Background: an optimization exercise with open tools, aiming at small area. Do not read the settings as production practice. RTL that was checked went through simulation tests only; none was proved equivalent to the original. No activity file was given, so power comes from the tool's default toggle rates.

## eth_tx_top
module eth_tx_top
(
    input  logic        clk,
    input  logic        rst_n,
    input  logic        tx_start,
    input  logic [1:0]  tx_kind,
    input  logic        arp_op,
    input  logic [47:0] des_mac,
    input  logic [31:0] des_ip,
    input  logic [15:0] payload_len,
    input  logic [7:0]  payload_data,
    output logic        rdy,
    output logic [1:0]  busy_kind,
    output logic        payload_req,
    output logic        gmii_tx_en,
    output logic [7:0]  gmii_txd
);
    logic [6:0]  k;
    logic        idle;
    logic        accept;
    logic        is_udp;
    logic        arp_op_r;
    logic        mac_nz, ip_nz;
    logic        use_dflt;
    logic [7:0]  ring [10];      
    logic [7:0]  tap0;
    logic [7:0]  dflt;
    logic [10:0] rem;            
    logic        more;
    logic        req_d;
    logic [15:0] ip_ident;
    logic [10:0] body_len;
    logic [10:0] len_sum;
    logic [7:0]  acc_hi, acc_lo;
    logic        acc_c;
    logic [8:0]  acc_sum;
    logic        csum_win;
    logic [7:0]  var_byte;
    logic [7:0]  hdr;
    logic [7:0]  fb;
    logic [7:0]  txd_r;
    logic [31:0] crc;
    logic        crc_en;
    assign idle      = (k == 7'd0);
    assign accept    = idle && tx_start && tx_kind[0];
    assign rdy       = !tx_start && idle;
    assign busy_kind = idle ? 2'd0 : {is_udp, 1'b1};
    assign more      = is_udp && (rem != 11'd0);
    always_ff @(posedge clk) begin
        if (!rst_n) begin
            k <= 7'd0;
        end else if (idle) begin
            k <= accept ? 7'd22 : 7'd0;
        end else if (k == 7'd107) begin
            k <= 7'd0;
        end else if (!(k == 7'd89 && more)) begin
            k <= k + 7'd1;
        end
    end
    logic [7:0] ld [10];
    assign ld[0] = des_mac[31:24];
    assign ld[1] = des_mac[23:16];
    assign ld[2] = des_mac[15:8];
    assign ld[3] = des_mac[7:0];
    assign ld[4] = des_ip[31:24];
    assign ld[5] = des_ip[23:16];
    assign ld[6] = des_ip[15:8];
    assign ld[7] = des_ip[7:0];
    assign ld[8] = des_mac[47:40];
    assign ld[9] = des_mac[39:32];
    always_ff @(posedge clk) begin
        is_udp   <= (tx_kind[1] && accept) || (is_udp && !idle);
        arp_op_r <= (arp_op && accept) || (arp_op_r && !idle);
    end
    always_ff @(posedge clk) begin
  ...
Size in the first run: ~0.0078 mm^2 of cells after synthesis.
==> flow/config.mk <==
export PLATFORM = sky130hd
export DESIGN_NAME = eth_tx_top
export DESIGN_NICKNAME = eth_tx_top
export VERILOG_FILES = /design/flow/design.v
export SDC_FILE = /design/flow/constraint.sdc
export NUM_CORES = 4
export LEC_CHECK = 0
export CAP_MARGIN = 0
export CORE_MARGIN = 2
export CORE_UTILIZATION = 55
export SLEW_MARGIN = 0
==> flow/constraint.sdc <==
create_clock -name core_clock -period 5.0 [get_ports {clk}]
set_input_delay 1.0000 -clock core_clock [delete_from_list [all_inputs] [get_ports {clk}]]
set_output_delay 1.0000 -clock core_clock [all_outputs]
set_load 0.01 [all_outputs]
standard.sh (not shown) runs the stock make flow with config.mk's settings and CLKGATE_MAP_FILE= SYNTH_SCRIPT=/design/flow/synth_recipe.tcl, a recipe that flattens the netlist after the stock synthesis.
==> flow/flow/run.sh <==
#!/bin/bash
# Synthesis as the standard one but with an area-oriented abc script (flow/area.abc),
# then the standard layout with buf_1 port buffers and a clkbuf_8 clock tree without
# dummy loads; global placement keeps no resizer changes. Each make run's full output goes to its own log here.
set -euo pipefail
W=$PWD
export FLOW_ABC_SCRIPT=$W/flow/area.abc
make -C "$FLOW_HOME" DESIGN_CONFIG=$W/config.mk WORK_HOME=$W/orfs CLKGATE_MAP_FILE= \
  SYNTH_SCRIPT=$W/flow/synth_area.tcl synth > synth_flow.log 2>&1
export BUFFER_PORTS_ARGS="-buffer_cell sky130_fd_sc_hd__buf_1"
export GPL_KEEP_OVERFLOW=0
export CTS_ARGS="-sink_clustering_enable -repair_clock_nets -dont_use_dummy_load -buf_list sky130_fd_sc_hd__clkbuf_8"
bash standard.sh > standard_flow.log 2>&1
==> flow/flow/area.abc <==
strash
&get -n
&fraig -x
&put
scorr
dc2
balance
rewrite
refactor
balance
rewrite
rewrite -z
balance
refactor -z
rewrite -z
balance
strash
&get -n
&dch -f
&nf -R 1000 -p
&put
==> flow/flow/synth_area.tcl <==
# synth_recipe.tcl with one change: abc maps the combinational logic with flow/area.abc
# (an area-recovering script) in place of ORFS's speed script. Registers are untouched.
proc synth {args} { yosys synth -nofsm -noshare {*}$args }
proc abc {args} {
  set i [lsearch -exact $args -script]
  if { $i >= 0 } {
    set args [lreplace $args [expr {$i + 1}] [expr {$i + 1}] $::env(FLOW_ABC_SCRIPT)]
  }
  yosys abc {*}$args
}
source $::env(SCRIPTS_DIR)/synth.tcl
# left out here: clear keep_hierarchy, flatten, clean up, hide names made inside functions, write 1_2_yosys.v
Change:
--- a/flow/design.v
+++ b/flow/design.v
@@ -320,27 +320,27 @@
                         7'd58: cb = board_ip[31:24];
                         7'd59: cb = board_ip[23:16];
                         7'd60: cb = board_ip[15:8];
                         7'd61: cb = board_ip[7:0];
                         default: cb = 8'h00;
                     endcase
                 end
             end
         endcase
     end
     assign hdr = cb | (var_byte & {8{!(k >= 7'd36 && k <= 7'd39)}});
-    logic [7:0] fb_d;
-    assign fb_d   = hdr | (payload_data & {8{req_d}}) | (~crc[7:0] & {8{k >= 7'd90 && k <= 7'd93}});
-    assign crc_en = (k >= 7'd30) && (k <= 7'd89);
+    always_ff @(posedge clk) begin
+        fb <= hdr | (payload_data & {8{req_d}});
+    end
+    assign crc_en = (k >= 7'd31) && (k <= 7'd90);
     crc32_gen u_crc (
         .clk     (clk),
         .en      (crc_en),
-        .data    (fb_d),
+        .data    (fb),
         .crc_reg (crc)
     );
     always_ff @(posedge clk) begin
-        fb    <= fb_d;
-        txd_r <= fb;
+        txd_r <= fb | (~crc[7:0] & {8{k >= 7'd91 && k <= 7'd94}});
     end
     assign gmii_tx_en = (k >= 7'd24) && (k <= 7'd95);
     assign gmii_txd   = gmii_tx_en ? txd_r : 8'h00;
 endmodule
Count of clock-buffer cells in the layout does not change; die area stays flat; critical path depth rises by 6; wire length rises by 7.1%; combinational power rises by about 6%; sequential share of layout area falls by 0.20 points; total power rises by 1.7%; worst setup slack improved by 0.055 ns; design area rises by 0.56%; area after synthesis stays flat; cell count falls by 0.52%; sequential power barely changes; worst hold slack improved by 0.0095 ns; global-route usage rises by 2.2 points.
For the second run of this note, only the layout was checked, not whether the RTL still works.

separate check: timing with driven ports:
In the flow no input, the clock included, has a driving cell. The finished layouts below were timed again as built, in two steps. Step 1 sets driving cells, clkbuf_16 on the clock port and buf_2 on the other inputs (assumed; they add their load-dependent delay and slew). Step 2 adds t to the input delays and takes it off the output delays; t is the mean of the earliest and latest rising clock arrival at the registers after step 1. Input paths then give back, and output paths get back, about the clock's delay inside the block. Slacks: no drivers / after step 1 / after step 2; pairs: no drivers / after step 1.
| run | t, ns | setup WS [ns] | hold slack, ns |
|---|---|---|---|
| the first run | 0.485 | 0.147 / 0.147 / 0.147 | 0.321 / 0.321 / 0.321 |
| the second run | 0.492 | 0.203 / 0.203 / 0.203 | 0.331 / 0.331 / 0.331 |
After both steps every run listed still meets setup and hold.
